This is an optimization exercise on Yosys and OpenROAD, whose aim is small area, not a production implementation.
Only simulation tests tie the RTL to the original design; equivalence was not proved.
No activity file was given, so power comes from the tool's default toggle rates.

Design sort_write_path, start of the top module:
module sort_write_path #(
  parameter int OUT_DEPTH_LOG       = 4,
  parameter int WRITE_REQ_THRESHOLD = 4
) (
  input  wire                           CLK,
  input  wire                           RST,
  input  wire                           i_valid,
  input  wire  [sort_pkg::REC_W-1:0]    i_record,
  input  wire                           i_deq,
  output logic [sort_pkg::WORD_W-1:0]   o_data,
  output logic                          o_empty,
  output logic                          o_full,
  output logic                          o_write_req
);
Size: about 8300 cells after synthesis, roughly 4700 flip-flops, about 330 I/O pins, roughly 0.17 mm² of cells after synthesis.
make LEC_CHECK=0 CAP_MARGIN=5 CORE_MARGIN=2 CORE_UTILIZATION=40 CTS_BUF_LIST=sky130_fd_sc_hd__clkbuf_16 CTS_CLUSTER_DIAMETER=80 CTS_CLUSTER_SIZE=32 SLEW_MARGIN=5 finish   # period 6.5 ns
run.sh (not shown) runs the stock make flow with config.mk's settings and CLKGATE_MAP_FILE= SYNTH_SCRIPT=/design/flow/synth_recipe.tcl, a recipe that flattens the netlist after the stock synthesis.
The starting point finished clean.
Edit:
- CAP_MARGIN: 5 -> 20
- CTS_BUF_LIST: sky130_fd_sc_hd__clkbuf_16 -> unset
- CTS_CLUSTER_DIAMETER: 80 -> unset
- CTS_CLUSTER_SIZE: 32 -> unset
- SLEW_MARGIN: 5 -> 20
What happened: The changed run produced a clean layout; clock-buffer cell count climbs by 346; wire length rises by 1.1%; final area came out higher by 4.6%; clock power rose by about 70%; utilization climbs by 2.0 points; total power came out higher by about 20%; synthesized area stays the same; global-route usage increases by 0.35 points; critical path depth stays the same; flip-flop and latch count stays the same.
Edit:
- CTS_BUF_LIST: unset -> sky130_fd_sc_hd__clkbuf_16
- CTS_CLUSTER_DIAMETER: unset -> 80
- CTS_CLUSTER_SIZE: unset -> 32
The new run passed the timing, DRC and antenna checks; routed wire length shrinks by 1.1%; area after synthesis does not change; hold slack gets better by 0.0062 ns; cell area falls by 4.3%; global-route usage drops by 0.32 points; flip-flop and latch count is unchanged; core utilization came out lower by 2.0 points; clock skew rises by 0.035 ns; cell count fell by 3.5%; clock-buffer cell count falls by 343.
Edit:
- CTS_BUF_LIST: sky130_fd_sc_hd__clkbuf_16 -> sky130_fd_sc_hd__clkbuf_8
- CTS_CLUSTER_DIAMETER: 80 -> 50
- CTS_CLUSTER_SIZE: 32 -> 18
Result: The new run completed with no timing, DRC or antenna violations. Utilization climbs by 0.84 points. Non-clock buffer count grows by 2. Global-route usage rises by 0.24 points. Power rose by 7.2%. Sequential share of layout area is lower by 1.4 points. Die area does not change.

---

Setup of 07-18:
The RTL this note starts from:
==> flow/design.v <==
`default_nettype none
package sort_pkg;
  localparam int KEY_W = 32;
  localparam int PAY_W = 32;
  localparam int REC_W = KEY_W + PAY_W;
  localparam int PACK_LOG = 2;
  localparam int WORD_W   = REC_W << PACK_LOG;
  localparam int IN_DEPTH_LOG = 3;
endpackage
`default_nettype wire
`timescale 1ns/1ps
`default_nettype none
module key_to_int (
  input  wire  [sort_pkg::REC_W-1:0]    i_record,
  output logic [sort_pkg::REC_W-1:0]    o_record
);
  localparam int KEY_W = sort_pkg::KEY_W;
  localparam int PAY_W = sort_pkg::PAY_W;
  wire             neg = i_record[KEY_W-1];
  wire [KEY_W-1:0] key = i_record[KEY_W-1:0];
  assign o_record[KEY_W-1:0]      = neg ? (KEY_W'(0) - {1'b0, key[KEY_W-2:0]}) : key;
  assign o_record[KEY_W +: PAY_W] = i_record[KEY_W +: PAY_W];
endmodule
`default_nettype wire
`timescale 1ns/1ps
`default_nettype none
module word_select3 #(
  parameter int WIDTH = 256
) (
  input  wire  [2:0]            i_sel,
  input  wire  [3*WIDTH-1:0]    i_data,
  output logic [WIDTH-1:0]      o_nor
);
  assign o_nor = ~(({WIDTH{i_sel[0]}} & i_data[0*WIDTH +: WIDTH]) |
                   ({WIDTH{i_sel[1]}} & i_data[1*WIDTH +: WIDTH]) |
                   ({WIDTH{i_sel[2]}} & i_data[2*WIDTH +: WIDTH]));
endmodule
`default_nettype wire
`timescale 1ns/1ps
`default_nettype none
module write_buffer #(
  parameter int OUT_DEPTH_LOG       = 4,
  parameter int WRITE_REQ_THRESHOLD = 4
) (
  input  wire                           CLK,
  input  wire                           RST,
  input  wire                           i_valid,
  input  wire  [sort_pkg::REC_W-1:0]    i_record,
  input  wire                           i_deq,
  output logic [sort_pkg::WORD_W-1:0]   o_data,
  output logic                          o_empty,
  output logic                          o_full,
  output logic                          o_write_req
);
  localparam int REC_W   = sort_pkg::REC_W;
  localparam int WORD_W  = sort_pkg::WORD_W;
  localparam int PACK    = 1 << sort_pkg::PACK_LOG;
  localparam int DEPTH   = 1 << OUT_DEPTH_LOG;
  localparam int NW      = DEPTH + 2;
  localparam int REQ_LOG = $clog2(WRITE_REQ_THRESHOLD);
  logic                   v1, v2, v3;
  logic [2:0]             rcnt;
  logic [1:0]             slot;
  logic                   pend;
  logic [OUT_DEPTH_LOG:0] wcnt;
  logic                   write_req_q;
  wire drain = (rcnt != 3'd0) && !wcnt[OUT_DEPTH_LOG];
  always_ff @(posedge CLK) begin
    if (RST) begin
      v1          <= 1'b0;
      v2          <= 1'b0;
      v3          <= 1'b0;
      rcnt        <= '0;
      slot        <= '0;
      pend        <= 1'b0;
      wcnt        <= '0;
      write_req_q <= 1'b0;
    end else begin
      v1          <= i_valid;
      v2          <= v1;
      v3          <= v2;
      rcnt        <= rcnt + {2'b0, v3} - {2'b0, drain};
      slot        <= slot + {1'b0, drain};
      pend        <= drain && (&slot);
      wcnt        <= wcnt + {{OUT_DEPTH_LOG{1'b0}}, pend} - {{OUT_DEPTH_LOG{1'b0}}, i_deq};
      write_req_q <= |wcnt[OUT_DEPTH_LOG:REQ_LOG];
    end
  end
  assign o_empty     = (wcnt == '0);
  assign o_full      = rcnt[2];
  assign o_write_req = write_req_q;
  logic [NW-1:0] wr_word;
  logic [1:0]    wr_pos;
  logic [NW-1:0] rd_word;
  always_ff @(posedge CLK) begin
    if (RST) begin
      wr_word <= {{(NW-1){1'b0}}, 1'b1};
      wr_pos  <= '0;
      rd_word <= {{(NW-1){1'b0}}, 1'b1};
    end else begin
      if (i_valid) begin
        wr_pos <= wr_pos + 1'b1;
        if (&wr_pos) wr_word <= {wr_word[NW-2:0], wr_word[NW-1]};
      end
      if (i_deq) begin
        rd_word <= {rd_word[NW-2:0], rd_word[NW-1]};
      end
    end
  end
  logic [NW*WORD_W-1:0] store;
  for (genvar j = 0; j < NW; j++) begin : g_word
    for (genvar p = 0; p < PACK; p++) begin : g_rec
      always_ff @(posedge CLK) begin
        if (i_valid && wr_word[j] && wr_pos == p) begin
          store[j*WORD_W + p*REC_W +: REC_W] <= i_record;
        end
      end
    end
  end
  localparam int NG = (NW + 2) / 3;
  logic [NG-1:0][WORD_W-1:0] grp_n;
  wire [3*NG-1:0]        rd_sel  = (3*NG)'(rd_word);
  wire [3*NG*WORD_W-1:0] rd_data = (3*NG*WORD_W)'(store);
  for (genvar g = 0; g < NG; g++) begin : g_grp
    word_select3 #(.WIDTH(WORD_W)) sel_i (
      .i_sel  (rd_sel[3*g +: 3]),
      .i_data (rd_data[3*g*WORD_W +: 3*WORD_W]),
      .o_nor  (grp_n[g])
    );
  end
  always_comb begin
    o_data = '1;
    for (int g = 0; g < NG; g++) begin
      o_data = o_data & grp_n[g];
    end
    o_data = ~o_data;
  end
endmodule
`default_nettype wire
`timescale 1ns/1ps
`default_nettype none
module sort_write_path #(
  parameter int OUT_DEPTH_LOG       = 4,
  parameter int WRITE_REQ_THRESHOLD = 4
) (
  input  wire                           CLK,
  input  wire                           RST,
  input  wire                           i_valid,
  input  wire  [sort_pkg::REC_W-1:0]    i_record,
  input  wire                           i_deq,
  output logic [sort_pkg::WORD_W-1:0]   o_data,
  output logic                          o_empty,
  output logic                          o_full,
  output logic                          o_write_req
);
  logic [sort_pkg::REC_W-1:0] conv_record;
  key_to_int key_to_int_i (
    .i_record (i_record),
    .o_record (conv_record)
  );
  write_buffer #(
    .OUT_DEPTH_LOG       (OUT_DEPTH_LOG),
    .WRITE_REQ_THRESHOLD (WRITE_REQ_THRESHOLD)
  ) write_buffer_i (
    .CLK         (CLK),
    .RST         (RST),
    .i_valid     (i_valid),
    .i_record    (conv_record),
    .i_deq       (i_deq),
    .o_data      (o_data),
    .o_empty     (o_empty),
    .o_full      (o_full),
    .o_write_req (o_write_req)
  );
endmodule
`default_nettype wire
==> flow/config.mk <==
export PLATFORM = sky130hd
export DESIGN_NAME = sort_write_path
export DESIGN_NICKNAME = sort_write_path
export VERILOG_FILES = /design/flow/design.v
export SDC_FILE = /design/flow/constraint.sdc
export NUM_CORES = 4
export LEC_CHECK = 0
export CAP_MARGIN = 20
export CORE_MARGIN = 2
export CORE_UTILIZATION = 50
export CTS_BUF_LIST = sky130_fd_sc_hd__clkbuf_16
export CTS_CLUSTER_DIAMETER = 70
export CTS_CLUSTER_SIZE = 28
export SLEW_MARGIN = 20
export SYNTH_HIERARCHICAL = 1
export SYNTH_MINIMUM_KEEP_SIZE = 0
==> flow/constraint.sdc <==
create_clock -name core_clock -period 6.5 [get_ports {CLK}]
set_input_delay 1.3000 -clock core_clock [delete_from_list [all_inputs] [get_ports {CLK}]]
set_output_delay 1.3000 -clock core_clock [all_outputs]
set_load 0.01 [all_outputs]
standard.sh (not shown) runs the stock make flow with config.mk's settings and CLKGATE_MAP_FILE= SYNTH_SCRIPT=/design/flow/synth_recipe.tcl, a recipe that flattens the netlist after the stock synthesis.
==> flow/flow/run.sh <==
#!/bin/bash
# The standard layout (standard.sh: the standard flow's synthesis and ORFS steps, unchanged), with two
# arguments changed: the port buffers are the smallest buffer cell, and clock tree synthesis
# inserts no dummy loads. The full make output goes to flow_make.log in the work folder; each
# ORFS step also keeps its own log under orfs/logs/.
set -euo pipefail
CTS="-sink_clustering_enable -repair_clock_nets -sink_clustering_size 28 -sink_clustering_max_diameter 70 -buf_list sky130_fd_sc_hd__clkbuf_16 -dont_use_dummy_load"
bash standard.sh "CTS_ARGS=$CTS" "BUFFER_PORTS_ARGS=-buffer_cell sky130_fd_sc_hd__buf_1" finish > flow_make.log 2>&1
Changes in 10-09 relative to 07-18:
# 07-18
export LEC_CHECK = 0
export CAP_MARGIN = 20
export CORE_MARGIN = 2
export CORE_UTILIZATION = 50
export CTS_BUF_LIST = sky130_fd_sc_hd__clkbuf_16
export CTS_CLUSTER_DIAMETER = 70
export CTS_CLUSTER_SIZE = 28
export SLEW_MARGIN = 20
export SYNTH_HIERARCHICAL = 1
export SYNTH_MINIMUM_KEEP_SIZE = 0
create_clock -name core_clock -period 6.5 [get_ports {CLK}]
# 10-09
export LEC_CHECK = 0
export CAP_MARGIN = 20
export CORE_MARGIN = 2
export CORE_UTILIZATION = 40
export CTS_BUF_LIST = sky130_fd_sc_hd__clkbuf_16
export CTS_CLUSTER_DIAMETER = 70
export CTS_CLUSTER_SIZE = 28
export SLEW_MARGIN = 20
export SYNTH_HIERARCHICAL = 1
export SYNTH_MINIMUM_KEEP_SIZE = 0
create_clock -name core_clock -period 6.5 [get_ports {CLK}]
Findings:
- Diff 07-18 -> 10-09: clock-cell share of area did not really move, global-route track usage on met1 went down, count of clock-buffer cells in the layout went down, CTS buffer count went down, routed wire length went down.
- When the final numbers for 07-18 and 10-09 were put side by side, the met3 usage in global routing turned out to be smaller in 10-09.
- Taking 07-18 as the reference, in 10-09 time the worst path needs with I/O delays and setup lower, multi-input gate share of total cell area roughly the same, slack of the worst reg-to-reg path higher.
- Launching instance or port of the critical path = write_buffer_i.rd_word[10]: 10-09; launching instance or port of the critical path = write_buffer_i.rd_word[7]: 07-18

afterwards: timing with drivers on the ports:
Ports are ideal in the flow. The routed layouts listed here were re-timed in OpenROAD.
Step 1 (the two cells are an assumption about what drives the block):
set clk [get_ports {CLK}]
set_driving_cell -lib_cell sky130_fd_sc_hd__clkbuf_16 $clk
set_driving_cell -lib_cell sky130_fd_sc_hd__buf_2 [delete_from_list [all_inputs] $clk]
Step 2, shift: input delay + t, output delay - t, t = (earliest + latest rising clock arrival at the registers) / 2. This alone moves slack from input paths to output paths.
Slacks: ideal ports / drivers / drivers and shift; pairs: ideal ports / drivers.
run	t (ns)	setup WS [ns]	worst setup path after step 2	worst data-port slew with drivers (ns)
the first run of note 1	1.054	1.022 / 0.911 / 1.649	input to register	0.13
the second run of note 1	1.078	1.033 / 0.926 / 1.689	input to register	0.11
the third run of note 1	1.056	0.990 / 0.880 / 1.716	input to register	0.11
the fourth run of note 1	1.248	0.853 / 0.746 / 1.655	input to register	0.11
07-18	1.000	1.318 / 1.230 / 1.932	input to register	0.04
10-09	1.023	1.583 / 1.475 / 2.306	input to register	0.17
After both steps setup and hold are still met in every run listed.
